Background: an optimization exercise with open tools, aiming at small area. Do not read the settings as production practice.
Only simulation tests tie the RTL to the original design; equivalence was not proved.
The clock port is modelled as an ideal driver, which makes a skipped or thinned clock tree look cheaper than it is; a real chip needs a root buffer or a tree.

## ff_stuffer_top
module ff_stuffer_top (
    input  logic                 clk,
    input  logic                 rst,
    input  logic                 in_valid,    
    input  jpeg_byte_pkg::word_t in_word,
    output logic                 out_valid,
    output jpeg_byte_pkg::word_t out_word
);
    logic [7:0] a [4];           
    logic [3:0] g;               
    logic [7:0] b [1:3];         
    logic [1:3] f;               
    logic [2:0] k;               
    logic [7:0] kh;              
    logic [3:0] sa [4];          
    logic [3:0] sb [1:3];        
    always_comb begin
        for (int i = 0; i < 4; i++) begin
            a[i] = in_word[(3-i)*8 +: 8];
            g[i] = &a[i];
        end
        for (int i = 1; i < 4; i++)
            f[i] = &b[i];
        for (int i = 0; i < 8; i++)
            kh[i] = (k == 3'(i));
    end
    logic [3:0] fs;              
    logic [2:0] fs23;            
    logic [3:0] kh_lo;           
    always_comb begin
        fs23[0] = !f[2] && !f[3];
        fs23[1] = f[2] ^ f[3];
        fs23[2] = f[2] && f[3];
        fs[0] = fs23[0] && !f[1];
        fs[1] = fs23[0] && f[1] || fs23[1] && !f[1];
        fs[2] = fs23[1] && f[1] || fs23[2] && !f[1];
        fs[3] = fs23[2] && f[1];
        kh_lo = kh[3:0];
        for (int j = 0; j < 4; j++) begin
            sb[3][j] = f[3] && kh[j+2] || !f[3] && kh[j+1];
            sb[2][j] = fs23[0] && kh[j+2] || fs23[1] && kh[j+3] || fs23[2] && (j + 4 < 8) && kh[(j+4)%8];
            sb[1][j] = (j < 2) && (fs[0] && kh[(j+3)%8] || fs[1] && kh[(j+4)%8] ||
  ...
Size: ~220 cells after synthesis, about 27 flip-flops, ~68 I/O pins, roughly 0.0020 sq mm of cells after synthesis.
==> flow/config.mk <==
export PLATFORM = sky130hd
export DESIGN_NAME = ff_stuffer_top
export DESIGN_NICKNAME = ff_stuffer_top
export VERILOG_FILES = /design/flow/design.v
export SDC_FILE = /design/flow/constraint.sdc
export NUM_CORES = 4
export LEC_CHECK = 0
export CAP_MARGIN = 20
export CORE_MARGIN = 2
export CORE_UTILIZATION = 60
export GPL_TIMING_DRIVEN = 0
export SLEW_MARGIN = 20
==> flow/constraint.sdc <==
create_clock -name core_clock -period 5.0 [get_ports {clk}]
set_input_delay 1.0000 -clock core_clock [delete_from_list [all_inputs] [get_ports {clk}]]
set_output_delay 1.0000 -clock core_clock [all_outputs]
set_load 0.01 [all_outputs]
standard.sh (not shown) runs the stock make flow with config.mk's settings and CLKGATE_MAP_FILE= SYNTH_SCRIPT=/design/flow/synth_recipe.tcl, a recipe that flattens the netlist after the stock synthesis.
==> flow/flow/run.sh <==
#!/bin/bash
# Standard layout with these changes: ABC restructures and maps for area,
# the port buffers are the smallest buffer (the resizer still upsizes them
# where timing needs), and the clock tree is one buffer
# (CTS adds no dummy load, and its leaf buffers are merged into the root).
set -euo pipefail
work=$(pwd)
export MY_ABC_SCRIPT=$work/flow/area.abc
export BUFFER_PORTS_ARGS="-buffer_cell sky130_fd_sc_hd__buf_1"
# ORFS's default CTS arguments, without the dummy load cell
export CTS_ARGS="-sink_clustering_enable -repair_clock_nets -dont_use_dummy_load"
# After CTS, drive all registers from the root clock buffer alone
export POST_CTS_TCL=$work/flow/onebuf.tcl
export ONEBUF_CELL=sky130_fd_sc_hd__clkbuf_16
sed "s|SYNTH_SCRIPT=[^ ]*|SYNTH_SCRIPT=$work/flow/my_synth.tcl|" standard.sh > my_standard.sh
grep -q "SYNTH_SCRIPT=$work/flow/my_synth.tcl" my_standard.sh
bash my_standard.sh > flow.log 2>&1 || { tail -50 flow.log; exit 1; }
for f in orfs/logs/*/ff_stuffer_top/base/*.log; do cp "$f" "log_$(basename "$f")"; done
==> flow/flow/area.abc <==
strash
&get -n
&st
&deepsyn -T 30
&dch -f
&nf -R 1000
&put
==> flow/flow/onebuf.tcl <==
# Collapse the clock tree to its root buffer: the leaf buffers' sinks move to
# the root buffer's output net, and the root buffer is sized to drive them.
set block [ord::get_db_block]
set root [$block findInst clkbuf_0_clk]
set rootnet [[$root findITerm X] getNet]
foreach inst [$block getInsts] {
  set m [[$inst getMaster] getName]
  if { $inst == $root || ![string match sky130_fd_sc_hd__clkbuf_* $m] } { continue }
  set in [[$inst findITerm A] getNet]
  if { $in != $rootnet } { continue }
  set out [[$inst findITerm X] getNet]
  foreach it [$out getITerms] {
    if { [$it getInst] == $inst } { continue }
    $it disconnect
    $it connect $rootnet
  }
  [$inst findITerm A] disconnect
  [$inst findITerm X] disconnect
  puts "removed clock buffer [$inst getName]"
  odb::dbInst_destroy $inst
  odb::dbNet_destroy $out
}
replace_cell clkbuf_0_clk $::env(ONEBUF_CELL)
detailed_placement
estimate_parasitics -placement
Other scripts of this flow, unchanged in this note and not shown: flow/flow/my_synth.tcl
The starting point went through all stages and came out clean.
Next try:
==> flow/flow/run.sh (replaced) <==
#!/bin/bash
# Standard layout with two changes: ABC maps for area, and the port buffers
# are the smallest buffer (the resizer still upsizes them where timing needs).
set -euo pipefail
work=$(pwd)
export MY_ABC_SCRIPT=$work/flow/area.abc
export BUFFER_PORTS_ARGS="-buffer_cell sky130_fd_sc_hd__buf_1"
sed "s|SYNTH_SCRIPT=[^ ]*|SYNTH_SCRIPT=$work/flow/my_synth.tcl|" standard.sh > my_standard.sh
grep -q "SYNTH_SCRIPT=$work/flow/my_synth.tcl" my_standard.sh
bash my_standard.sh > flow.log 2>&1 || { tail -50 flow.log; exit 1; }
for f in orfs/logs/*/ff_stuffer_top/base/*.log; do cp "$f" "log_$(basename "$f")"; done
==> flow/flow/area.abc (replaced) <==
strash
&get -n
&st
&dch
&nf -R 1000
&put
--- a/flow/config.mk
+++ b/flow/config.mk
@@ -9,4 +9,3 @@
 export CORE_MARGIN = 2
-export CORE_UTILIZATION = 60
-export GPL_TIMING_DRIVEN = 0
+export CORE_UTILIZATION = 40
 export SLEW_MARGIN = 20
removed: flow/flow/onebuf.tcl
Non-clock buffer count goes up by 4.
Cell count is higher by 14%.
Setup slack gains 260 ps.
Next try:
--- a/flow/flow/run.sh
+++ b/flow/flow/run.sh
@@ -1,4 +1,5 @@
 #!/bin/bash
-# Standard layout with two changes: ABC maps for area, and the port buffers
-# are the smallest buffer (the resizer still upsizes them where timing needs).
+# Standard layout with these changes: ABC restructures and maps for area,
+# the port buffers are the smallest buffer (the resizer still upsizes them
+# where timing needs), and CTS adds no dummy load.
 set -euo pipefail
@@ -7,2 +8,4 @@
 export BUFFER_PORTS_ARGS="-buffer_cell sky130_fd_sc_hd__buf_1"
+# ORFS's default CTS arguments, without the dummy load cell
+export CTS_ARGS="-sink_clustering_enable -repair_clock_nets -dont_use_dummy_load"
 sed "s|SYNTH_SCRIPT=[^ ]*|SYNTH_SCRIPT=$work/flow/my_synth.tcl|" standard.sh > my_standard.sh
==> flow/flow/area.abc (replaced) <==
strash
&get -n
&st
&deepsyn -T 30
&dch -f
&nf -R 1000
&put
--- a/flow/config.mk
+++ b/flow/config.mk
@@ -10,2 +10,3 @@
 export CORE_UTILIZATION = 40
+export GPL_TIMING_DRIVEN = 0
 export SLEW_MARGIN = 20
Design area is lower by 4.6%.
Worst setup slack gets worse by 410 ps.
Die area is lower by 3.9%.
Final cell count is lower by 5.3%.

==> port drivers added, routing unchanged <==
In the flow no input, the clock included, has a driving cell. The finished layouts below were timed again as built, in two steps. Step 1: set_driving_cell puts a clkbuf_16 on clk and a buf_2 on each other input, an assumption about the parent block. Step 2, shift: input delay + t, output delay - t, t = (earliest + latest rising clock arrival at the registers) / 2. This alone moves slack from input paths to output paths. Three values: no drivers, after step 1, after step 2; two values: the first two.
run | t, ns | setup slack, ns | worst slew at a driven data input, ns
the first run | 0.199 | 0.508 / 0.476 / 0.521 | 0.03
the second run | 0.313 | 0.765 / 0.737 / 0.980 | 0.04
the third run | 0.303 | 0.358 / 0.332 / 0.502 | 0.03
After both steps setup and hold are still met in every run listed.
